From an optimization exercise on the open Yosys and OpenROAD flow, aimed at small area; shortcuts taken in it are not production practice.
Only simulation tests tie the RTL to the original design; equivalence was not proved.
Power and IR drop assume default switching activity.

==> flow/design.v <==
module operand_fetch_stage #(
    parameter int DATA_W    = 32,
    parameter int REG_SEL_W = 5
) (
    input  logic                 clk,
    input  logic                 rst,
    input  logic                 flush,
    input  logic                 in_valid,
    output logic                 in_ready,
    input  logic [REG_SEL_W-1:0] in_rs1_addr,
    input  logic                 in_rs1_en,
    input  logic [REG_SEL_W-1:0] in_rs2_addr,
    input  logic                 in_rs2_en,
    input  logic [REG_SEL_W-1:0] in_rd_addr,
    input  logic                 in_rd_en,
    input  logic [3:0]           in_funct3,
    input  logic [7:0]           in_funct7,
    input  logic [DATA_W:0]      in_imm,
    input  logic [6:0]           in_opcode,
    input  logic                 wb_en,
    input  logic [REG_SEL_W-1:0] wb_addr,
    input  logic [DATA_W-1:0]    wb_data,
    output logic                 out_valid,
    input  logic                 out_ready,
    output logic [DATA_W:0]      out_rs1,
    output logic [DATA_W:0]      out_rs2,
    output logic [REG_SEL_W:0]   out_rd,
    output logic [3:0]           out_funct3,
    output logic [7:0]           out_funct7,
    output logic [DATA_W:0]      out_imm,
    output logic [6:0]           out_opcode
);
    localparam int NREG = 1 << REG_SEL_W;
    logic [DATA_W-1:0] rf_q [1:NREG-1];
    logic [DATA_W-1:0] wr_data;
    logic [NREG-1:1]   row_en;
    assign wr_data = wb_data & {DATA_W{~rst}};
    always_comb begin
        for (int i = 1; i < NREG; i++) begin
            row_en[i] = rst | (wb_en & (wb_addr == REG_SEL_W'(i)));
        end
    end
    always_ff @(posedge clk) begin
        for (int i = 1; i < NREG; i++) begin
            if (row_en[i]) rf_q[i] <= wr_data;
        end
    end
    logic out_valid_q;
    logic accept;
    assign in_ready = !out_valid_q || out_ready;
    assign accept   = in_valid && in_ready && !flush;
    always_ff @(posedge clk) begin
        if (rst || flush) begin
            out_valid_q <= 1'b0;
        end else if (in_ready) begin
            out_valid_q <= in_valid;
        end
    end
    logic [3:0] rs1_lo, rs2_lo;
    logic [7:0] rs1_hi, rs2_hi;
    always_comb begin
        for (int i = 0; i < 4; i++) begin
            rs1_lo[i] = (in_rs1_addr[1:0] == 2'(i));
            rs2_lo[i] = (in_rs2_addr[1:0] == 2'(i));
        end
        for (int i = 0; i < 8; i++) begin
            rs1_hi[i] = in_rs1_en && (in_rs1_addr[4:2] == 3'(i));
            rs2_hi[i] = in_rs2_en && (in_rs2_addr[4:2] == 3'(i));
        end
    end
    logic [3:0]           rs1_lo_q, rs2_lo_q;
    logic [7:0]           rs1_hi_q, rs2_hi_q;
    logic                 rs1_en_q, rs2_en_q;
    logic [REG_SEL_W:0]   out_rd_q;
    logic [3:0]           out_funct3_q;
    logic [7:0]           out_funct7_q;
    logic [DATA_W:0]      out_imm_q;
    logic [6:0]           out_opcode_q;
    always_ff @(posedge clk) begin
        if (in_ready) begin
            rs1_lo_q     <= rs1_lo;
            rs2_lo_q     <= rs2_lo;
            rs1_hi_q     <= rs1_hi;
            rs2_hi_q     <= rs2_hi;
            rs1_en_q     <= in_rs1_en;
            rs2_en_q     <= in_rs2_en;
            out_rd_q     <= {in_rd_addr, in_rd_en};
            out_funct3_q <= in_funct3;
            out_funct7_q <= in_funct7;
            out_imm_q    <= in_imm;
            out_opcode_q <= in_opcode;
        end
    end
    logic [DATA_W-1:0] rs1_data, rs2_data;
    logic [NREG-1:1]   rs1_sel_q, rs2_sel_q;
    always_comb begin
        for (int i = 1; i < NREG; i++) begin
            rs1_sel_q[i] = rs1_hi_q[i / 4] && rs1_lo_q[i % 4];
            rs2_sel_q[i] = rs2_hi_q[i / 4] && rs2_lo_q[i % 4];
        end
    end
    for (genvar b = 0; b < DATA_W; b++) begin : g_rd
        logic [NREG-1:1] col;
        for (genvar i = 1; i < NREG; i++) begin : g_col
            assign col[i] = rf_q[i][b];
        end
        opf_rdsel #(.N(NREG-1)) u_rs1 (.d(col), .sel(rs1_sel_q), .y(rs1_data[b]));
        opf_rdsel #(.N(NREG-1)) u_rs2 (.d(col), .sel(rs2_sel_q), .y(rs2_data[b]));
    end
    assign out_valid  = out_valid_q;
    assign out_rs1    = {rs1_data, rs1_en_q};
    assign out_rs2    = {rs2_data, rs2_en_q};
    assign out_rd     = out_rd_q;
    assign out_funct3 = out_funct3_q;
    assign out_funct7 = out_funct7_q;
    assign out_imm    = out_imm_q;
    assign out_opcode = out_opcode_q;
endmodule
module opf_rdsel #(
    parameter int N = 31
) (
    input  logic [N-1:0] d,
    input  logic [N-1:0] sel,
    output logic         y
);
    logic [10:0] n;
    logic [2:0]  h;
    for (genvar g = 0; g < 10; g++) begin : g_aoi
        opf_aoi222 u_aoi (
            .a1(d[3*g]),   .a2(sel[3*g]),
            .b1(d[3*g+1]), .b2(sel[3*g+1]),
            .c1(d[3*g+2]), .c2(sel[3*g+2]),
            .y(n[g])
        );
    end
    opf_nand2 u_last (.a(d[30]), .b(sel[30]), .y(n[10]));
    opf_nand4 u_h0 (.a(n[0]), .b(n[1]), .c(n[2]),  .d(n[3]), .y(h[0]));
    opf_nand4 u_h1 (.a(n[4]), .b(n[5]), .c(n[6]),  .d(n[7]), .y(h[1]));
    opf_nand3 u_h2 (.a(n[8]), .b(n[9]), .c(n[10]),           .y(h[2]));
    opf_or3   u_y  (.a(h[0]), .b(h[1]), .c(h[2]),            .y(y));
endmodule
module opf_aoi222 (
    input  logic a1, a2, b1, b2, c1, c2,
    output logic y
);
    assign y = ~((a1 & a2) | (b1 & b2) | (c1 & c2));
endmodule
module opf_nand2 (
    input  logic a, b,
    output logic y
);
    assign y = ~(a & b);
endmodule
module opf_nand3 (
    input  logic a, b, c,
    output logic y
);
    assign y = ~(a & b & c);
endmodule
module opf_nand4 (
    input  logic a, b, c, d,
    output logic y
);
    assign y = ~(a & b & c & d);
endmodule
module opf_or3 (
    input  logic a, b, c,
    output logic y
);
    assign y = a | b | c;
endmodule
==> flow/config.mk <==
export PLATFORM = sky130hd
export DESIGN_NAME = operand_fetch_stage
export DESIGN_NICKNAME = operand_fetch_stage
export VERILOG_FILES = /design/flow/design.v
export SDC_FILE = /design/flow/constraint.sdc
export NUM_CORES = 4
export LEC_CHECK = 0
export CAP_MARGIN = 10
export CORE_MARGIN = 2
export CORE_UTILIZATION = 60
export PLACE_DENSITY = 0.7
export SETUP_SLACK_MARGIN = 0.1
export SLEW_MARGIN = 10
export SYNTH_HIERARCHICAL = 1
export SYNTH_MINIMUM_KEEP_SIZE = 0
==> flow/constraint.sdc <==
create_clock -name core_clock -period 4.0 [get_ports {clk}]
set_input_delay 0.8000 -clock core_clock [delete_from_list [all_inputs] [get_ports {clk}]]
set_output_delay 0.8000 -clock core_clock [all_outputs]
set_load 0.01 [all_outputs]
standard.sh (not shown) runs the stock make flow with config.mk's settings and CLKGATE_MAP_FILE= SYNTH_SCRIPT=/design/flow/synth_recipe.tcl, a recipe that flattens the netlist after the stock synthesis.
==> flow/flow/run.sh <==
#!/bin/bash
# Standard layout (the standard.sh), with buf_1 port buffers and a clock
# tree of larger sink clusters and no dummy loads. Each step's full log is in
# orfs/logs; make's own output goes to standard.log.
export BUFFER_PORTS_ARGS="-buffer_cell sky130_fd_sc_hd__buf_1"
export CTS_ARGS="-sink_clustering_enable -repair_clock_nets -dont_use_dummy_load -buf_list {sky130_fd_sc_hd__clkbuf_16} -sink_clustering_size 24 -sink_clustering_max_diameter 80"
export RECOVER_POWER=100
bash standard.sh > standard.log 2>&1
The first run completed, yet does not pass: capacitance limit, slew limit, setup timing.
==> next run, changes <==
--- a/flow/flow/run.sh
+++ b/flow/flow/run.sh
@@ -6,3 +6,2 @@
 export CTS_ARGS="-sink_clustering_enable -repair_clock_nets -dont_use_dummy_load -buf_list {sky130_fd_sc_hd__clkbuf_16} -sink_clustering_size 24 -sink_clustering_max_diameter 80"
-export RECOVER_POWER=100
 bash standard.sh > standard.log 2>&1
Effect:
- With this change the flow completed with no timing, DRC or antenna violations
- sequential cell count is unchanged
- power is about the same
- global-route usage is unchanged
- area after synthesis does not change
- utilization is higher by 0.42 points
- final area is higher slightly
- die area is unchanged
==> next run, changes <==
- CORE_UTILIZATION: 60 -> 70
- PLACE_DENSITY: 0.7 -> 0.8
With this change the flow reached the layout checks and failed them: setup timing.
Cell count fell by 2.6%.
Power barely changes.
Wire length rises by 0.77%.
Design area went up by 0.67%.
Clock-buffer cell count is lower by 1.
Sequential share of layout area goes down by 0.46 points.
Synthesized area does not change.
==> next run, changes <==
- CAP_MARGIN: 10 -> 5
- CORE_UTILIZATION: 70 -> 60
- PLACE_DENSITY: 0.8 -> 0.7
- SLEW_MARGIN: 10 -> 5
The new run finished clean.
Fmax goes up by 4.8%.
Synthesized cell count stays the same.
Hold slack gets worse by 7.0 ps.
Cell area goes down by about 0.7%.
Wire length goes down by about 0.8%.
Setup slack gets better by 190 ps.
Die area goes up by 16%.
Synthesized area stays the same.
Via count goes down by 4.8%.
Cell count goes up by about 2.7%.

separate check: timing with driven ports:
The flow's constraints put no driver on any port. The routed layouts listed below were extracted and timed again, unchanged, in two steps.
Step 1 sets driving cells, clkbuf_16 on the clock port and buf_2 on the other inputs (assumed; they add their load-dependent delay and slew).
Step 2, shift: input delay + t, output delay - t, t = (earliest + latest rising clock arrival at the registers) / 2. This alone moves slack from input paths to output paths.
Three values: ideal ports, drivers, drivers and shift; two values: the first two.
| run | shift t [ns] | setup slack, ns | worst setup path after step 2 |
|---|---|---|---|
| the first run | 0.708 | -0.014 / -0.081 / -0.594 | input to register |
| the second run | 0.703 | 0.058 / -0.008 / 0.695 | register to output |
| the third run | 0.688 | -0.122 / -0.186 / 0.502 | register to output |
| the fourth run | 0.703 | 0.068 / 0.002 / 0.705 | register to output |
For the first run, which loses most, drivers alone change the setup slack by -0.067 ns; drivers and shift together by -0.580 ns.
